Source: an optimization exercise on an open RTL-to-GDS flow (aim: small area). Production flows keep margins and buffers that such runs may drop. In this exercise RTL edits were held to simulation tests only and were not proved equivalent to the original. No activity file was given, so power comes from the tool's default toggle rates.

==> inputs of exp/ember <==
// rs_syndrome_calc
module rs_syndrome_calc
(
   input  logic         clk,
   input  logic         rst,
   input  logic         din_valid,
   input  logic         din_sof,
   input  logic [7:0]   data_in,
   output logic         synd_valid,
   input  logic         synd_ready,
   output logic [255:0] syndromes,
   output logic         synd_err,
   output logic         overrun,
   output logic         sync_err
);
export LEC_CHECK = 0
export CAP_MARGIN = 20
export CORE_MARGIN = 2
export CORE_UTILIZATION = 75
export PLACE_DENSITY = 0.88
export SLEW_MARGIN = 20
export SYNTH_HIERARCHICAL = 1
export SYNTH_MINIMUM_KEEP_SIZE = 0
create_clock -name core_clock -period 6.0 [get_ports {clk}]
standard.sh (not shown) runs the stock make flow with config.mk's settings and CLKGATE_MAP_FILE= SYNTH_SCRIPT=/design/flow/synth_recipe.tcl, a recipe that flattens the netlist after the stock synthesis.
==> flow/flow/run.sh <==
#!/bin/bash
# Standard ORFS layout with three changes to how it is made:
#  - port buffers use the smallest buffer (buf_1) instead of the one buffer_ports picks;
#  - CTS uses small clock buffers and inserts no dummy load cells.
# Every tool's output goes to flow_make.log in the work folder (ORFS keeps its own
# per-step logs under orfs/logs/).
set -euo pipefail
export BUFFER_PORTS_ARGS="-buffer_cell sky130_fd_sc_hd__buf_1"
export CTS_ARGS="-sink_clustering_enable -repair_clock_nets -dont_use_dummy_load -sink_clustering_size 19 -sink_clustering_max_diameter 50 -buf_list {sky130_fd_sc_hd__clkbuf_8}"
bash standard.sh finish > flow_make.log 2>&1
==> exp/tundra (differences from exp/ember) <==
--- a/flow/flow/run.sh
+++ b/flow/flow/run.sh
@@ -6,5 +6,5 @@
 # per-step logs under orfs/logs/).
 set -euo pipefail
 export BUFFER_PORTS_ARGS="-buffer_cell sky130_fd_sc_hd__buf_1"
-export CTS_ARGS="-sink_clustering_enable -repair_clock_nets -dont_use_dummy_load -sink_clustering_size 19 -sink_clustering_max_diameter 50 -buf_list {sky130_fd_sc_hd__clkbuf_8}"
+export CTS_ARGS="-sink_clustering_enable -repair_clock_nets -dont_use_dummy_load -sink_clustering_size 16 -sink_clustering_max_diameter 80 -buf_list {sky130_fd_sc_hd__clkbuf_8}"
 bash standard.sh finish > flow_make.log 2>&1
CORE_UTILIZATION = 90   (was 75)
PLACE_DENSITY = 0.95   (was 0.88)
==> comparison table <==
| item | exp/tundra | exp/ember |
|---|---|---|
| Arithmetic-cell share of the synthesized area counting full adders, half adders and majority gates | 0 | 0 |
| Post-synth top area share | 0.666 | 0.666 |
| Sequential-to-total area share from yosys stat | 0.678 | 0.678 |
| Number of top-level design ports | 273 | 273 |
| Prevailing post-synth register cell | sky130_fd_sc_hd__edfxtp_1 | sky130_fd_sc_hd__edfxtp_1 |
| Die W | 164 um | 179 um |
| Combined area of all synthesized cells | 23100 um2 | 23100 um2 |
| Multiplexer share of the synthesized area | 0 | 0 |
| Mean instance size in the synthesized netlist | 14.7 um2 | 14.7 um2 |
| Number of distinct library cell variants in the gate-level netlist after synthesis | 21 | 21 |
| Number of standard cells after synthesis | 1572 | 1572 |
| Result of the run | did not finish | finished clean |
| Failing step | global placement | - |
| Number of register bits inferred by synthesis | 523 | 523 |
| Number of synthesized flops with an enable pin | 512 | 512 |
| Library cell with the largest summed area after synthesis | sky130_fd_sc_hd__edfxtp_1 | sky130_fd_sc_hd__edfxtp_1 |
| Simple-gate share of the synthesized area | 0.0687 | 0.0687 |
| Area fraction in compound gates after synthesis | 0.00238 | 0.00238 |
| Cell row count | 58 | 64 |
| YS warnings | 7 | 7 |
| Proportion of synthesized flip-flops having asynchronous set or reset | 0.0210 | 0.0210 |
| Die Y-Extent | 164 um | 179 um |
| Number of nets in the synthesized netlist | 1585 | 1585 |
| Post-synthesis xor/xnor area fraction | 0.242 | 0.242 |
| Initial Utilization | 0.917 | 0.759 |


==> inputs of juniper <==
rs_syndrome_calc, a different RTL version from the one above (not shown whole).
==> module rs_syndrome_calc, before the edit <==
module rs_syndrome_calc
(
   input  logic         clk,
   input  logic         rst,
   input  logic         din_valid,
   input  logic         din_sof,
   input  logic [7:0]   data_in,
   output logic         synd_valid,
   input  logic         synd_ready,
   output logic [255:0] syndromes,
   output logic         synd_err,
   output logic         overrun,
   output logic         sync_err
);
   localparam logic [7:0] C_SLOT1   = 8'h03;    
   localparam logic [7:0] C_SLOT254 = 8'h8f;    
   logic [7:0]   r_cnt;
   logic [7:0]   w_cnt_step;
   logic [255:0] r_acc;
   logic [255:0] r_synd;
   logic         r_valid;
   logic         r_overrun;
   logic         r_sync_err;
   logic [7:0]   w_slot;
   logic         w_first;
   logic         w_last;
   logic         w_sync;
   logic         w_load;
   logic         w_drop;
   logic [255:0] w_acc_next;
   assign w_slot     = (din_valid && din_sof) ? 8'd0 : r_cnt;
   assign w_first    = (w_slot == 8'd0);
   assign w_last     = din_valid && (w_slot == C_SLOT254);
   assign w_sync     = din_valid && din_sof && (r_cnt != 8'd0);
   assign w_cnt_step = rs_syndrome_calc_pkg::gf2_8_mul(w_slot, 8'h02) ^ C_SLOT1;
   assign w_load  = w_last && (!r_valid || synd_ready);
   assign w_drop  = w_last && r_valid && !synd_ready;
   genvar j;
   generate
      for (j = 1; j <= rs_syndrome_calc_pkg::NSYM; j++) begin : g_cell
         rs_synd_cell #(
            .J (j)
         ) u_cell (
            .i_acc      (r_acc[8*j-1 -: 8]),
            .i_keep     (!w_first),
            .i_data     (data_in),
            .o_acc_next (w_acc_next[8*j-1 -: 8])
         );
      end
   endgenerate
   always_ff @(posedge clk) begin
      if (din_valid) r_acc <= w_acc_next;
   end
   always_ff @(posedge clk) begin
      if (w_load) r_synd <= w_acc_next;
   end
   always_ff @(posedge clk or posedge rst) begin
      if (rst) begin
         r_cnt      <= 8'd0;
         r_valid    <= 1'b0;
         r_overrun  <= 1'b0;
         r_sync_err <= 1'b0;
      end else begin
         if (din_valid)
            r_cnt <= w_cnt_step;
         r_sync_err <= w_sync;
         r_overrun  <= w_drop;
         if (w_load)
            r_valid <= 1'b1;
         else if (r_valid && synd_ready)
            r_valid <= 1'b0;
      end
   end
   assign synd_valid = r_valid;
   assign syndromes  = r_synd;
   assign synd_err   = |r_synd;
   assign overrun    = r_overrun;
   assign sync_err   = r_sync_err;
endmodule
export LEC_CHECK = 0
export CAP_MARGIN = 20
export CORE_MARGIN = 2
export CORE_UTILIZATION = 65
export PLACE_DENSITY = 0.75
export SLEW_MARGIN = 20
export SYNTH_HIERARCHICAL = 1
export SYNTH_MINIMUM_KEEP_SIZE = 0
create_clock -name core_clock -period 6.0 [get_ports {clk}]
==> flow/flow/run.sh <==
#!/bin/bash
# Standard ORFS layout with three changes to how it is made:
#  - port buffers use the smallest buffer (buf_1) instead of the one buffer_ports picks;
#  - CTS uses small clock buffers and inserts no dummy load cells.
# Every tool's output goes to flow_make.log in the work folder (ORFS keeps its own
# per-step logs under orfs/logs/).
set -euo pipefail
export BUFFER_PORTS_ARGS="-buffer_cell sky130_fd_sc_hd__buf_1"
export CTS_ARGS="-sink_clustering_enable -repair_clock_nets -dont_use_dummy_load -sink_clustering_size 16 -sink_clustering_max_diameter 80 -buf_list {sky130_fd_sc_hd__clkbuf_8}"
bash standard.sh finish > flow_make.log 2>&1
==> inputs of nickel, as changes to juniper <==
Settings changed: CORE_UTILIZATION 65 to 75, PLACE_DENSITY 0.75 to 0.88.
==> inputs of zinc, as changes to juniper <==
--- a/flow/design.v
+++ b/flow/design.v
@@ -813,10 +813,7 @@
    output logic         overrun,
    output logic         sync_err
 );
-   localparam logic [7:0] C_SLOT1   = 8'h03;    
-   localparam logic [7:0] C_SLOT254 = 8'h8f;    
    logic [7:0]   r_cnt;
-   logic [7:0]   w_cnt_step;
    logic [255:0] r_acc;
    logic [255:0] r_synd;
    logic         r_valid;
@@ -829,11 +826,10 @@
    logic         w_load;
    logic         w_drop;
    logic [255:0] w_acc_next;
-   assign w_slot     = (din_valid && din_sof) ? 8'd0 : r_cnt;
-   assign w_first    = (w_slot == 8'd0);
-   assign w_last     = din_valid && (w_slot == C_SLOT254);
-   assign w_sync     = din_valid && din_sof && (r_cnt != 8'd0);
-   assign w_cnt_step = rs_syndrome_calc_pkg::gf2_8_mul(w_slot, 8'h02) ^ C_SLOT1;
+   assign w_slot  = (din_valid && din_sof) ? 8'd0 : r_cnt;
+   assign w_first = (w_slot == 8'd0);
+   assign w_last  = din_valid && (w_slot == rs_syndrome_calc_pkg::LAST_SLOT);
+   assign w_sync  = din_valid && din_sof && (r_cnt != 8'd0);
    assign w_load  = w_last && (!r_valid || synd_ready);
    assign w_drop  = w_last && r_valid && !synd_ready;
    genvar j;
@@ -863,7 +859,7 @@
          r_sync_err <= 1'b0;
       end else begin
          if (din_valid)
-            r_cnt <= w_cnt_step;
+            r_cnt <= (w_slot == rs_syndrome_calc_pkg::LAST_SLOT) ? 8'd0 : w_slot + 8'd1;
          r_sync_err <= w_sync;
          r_overrun  <= w_drop;
          if (w_load)
--- a/flow/flow/run.sh
+++ b/flow/flow/run.sh
@@ -6,5 +6,5 @@
 # per-step logs under orfs/logs/).
 set -euo pipefail
 export BUFFER_PORTS_ARGS="-buffer_cell sky130_fd_sc_hd__buf_1"
-export CTS_ARGS="-sink_clustering_enable -repair_clock_nets -dont_use_dummy_load -sink_clustering_size 16 -sink_clustering_max_diameter 80 -buf_list {sky130_fd_sc_hd__clkbuf_8}"
+export CTS_ARGS="-sink_clustering_enable -repair_clock_nets -dont_use_dummy_load -sink_clustering_size 22 -sink_clustering_max_diameter 100 -buf_list {sky130_fd_sc_hd__clkbuf_8 sky130_fd_sc_hd__clkbuf_16}"
 bash standard.sh finish > flow_make.log 2>&1
Settings changed: CORE_UTILIZATION 65 to 40, PLACE_DENSITY 0.75 to unset.
==> qor summary <==
Outcome: juniper timing/DRC/antenna clean; zinc timing/DRC/antenna clean; nickel timing/DRC/antenna clean
Maximum clock skew at final layout: juniper 0.03654 ns; zinc 0.01995 ns; nickel 0.02229 ns
Mux share of post-synthesis cell area: juniper 0%; zinc 0.04300%; nickel 0%
Power in sequential cells: juniper 6750 uW; zinc 6780 uW; nickel 6760 uW
GRT met1 Usage: juniper 40.10%; zinc 25.56%; nickel 44.42%
DP HPWL: juniper 31910 um; zinc 35790 um; nickel 32280 um
Portion of the post-synthesis area used by sequential elements: juniper 67.55%; zinc 67.23%; nickel 67.55%
Setup slack, reg-to-reg: juniper 2.42 ns; zinc 2.03 ns; nickel 2.18 ns
Launch point of the worst reg-to-reg path: juniper r_cnt[7]; zinc r_cnt[3]; nickel r_cnt[7]
Clock root buffer: juniper sky130_fd_sc_hd__clkbuf_8; zinc sky130_fd_sc_hd__clkbuf_16; nickel sky130_fd_sc_hd__clkbuf_8
Synthesis-to-finish area growth: juniper 9.467%; zinc 11.73%; nickel 8.986%
Standard cell core area: juniper 0.03531 sq mm; zinc 0.05759 sq mm; nickel 0.03051 sq mm
RR Endpoint: juniper r_acc[136]; zinc r_acc[135]; nickel r_synd[136]
Number of antenna violations at the first check in global routing: juniper 1; zinc 1; nickel 0
Met2 global-route usage: juniper 42.62%; zinc 29.75%; nickel 51.08%
#MultiIn Comb: juniper 1015; zinc 1029; nickel 1015
Area of the multi-input gates: juniper 0.007332 sq mm; zinc 0.007478 sq mm; nickel 0.007332 sq mm
Area share of the largest cell type after synthesis: juniper 66.36%; zinc 66.05%; nickel 66.36%
Largest incremental delay on the critical path: juniper 0.77 ns; zinc 0.71 ns; nickel 0.76 ns
Placement Cell Area: juniper 0.02484 sq mm; zinc 0.02533 sq mm; nickel 0.02473 sq mm
Total number of nets in the final design: juniper 1891; zinc 1887; nickel 1889
Number of cells on the worst hold path: juniper 1; zinc 1; nickel 2

-- afterwards: timing with drivers on the ports --
No port has a modelled driver above. Below, the same layouts with a new extraction and two added sets of constraints. Step 1, drivers: a clkbuf_16 drives clk and a buf_2 each remaining input, both assumed. Step 2, shift: input delay + t, output delay - t, t = (earliest + latest rising clock arrival at the registers) / 2. This alone moves slack from input paths to output paths. Three values: ideal ports, drivers, drivers and shift; two values: the first two.
| run | t, ns | setup slack, ns | worst slew at a driven data input, ns | cell pins on the clock port's net |
|---|---|---|---|---|
| exp/ember | 0.617 | 1.756 / 1.690 / 1.074 | 0.17 | 1 |
| juniper | 0.606 | 1.653 / 1.601 / 1.626 | 0.13 | 1 |
| nickel | 0.611 | 1.617 / 1.569 / 1.292 | 0.10 | 1 |
| zinc | 0.630 | 1.863 / 1.808 / 1.406 | 0.16 | 1 |
After both steps every run listed still meets setup and hold. The setup slack of exp/ember, which loses most, moves by -0.066 ns with the drivers and by -0.682 ns with both steps.
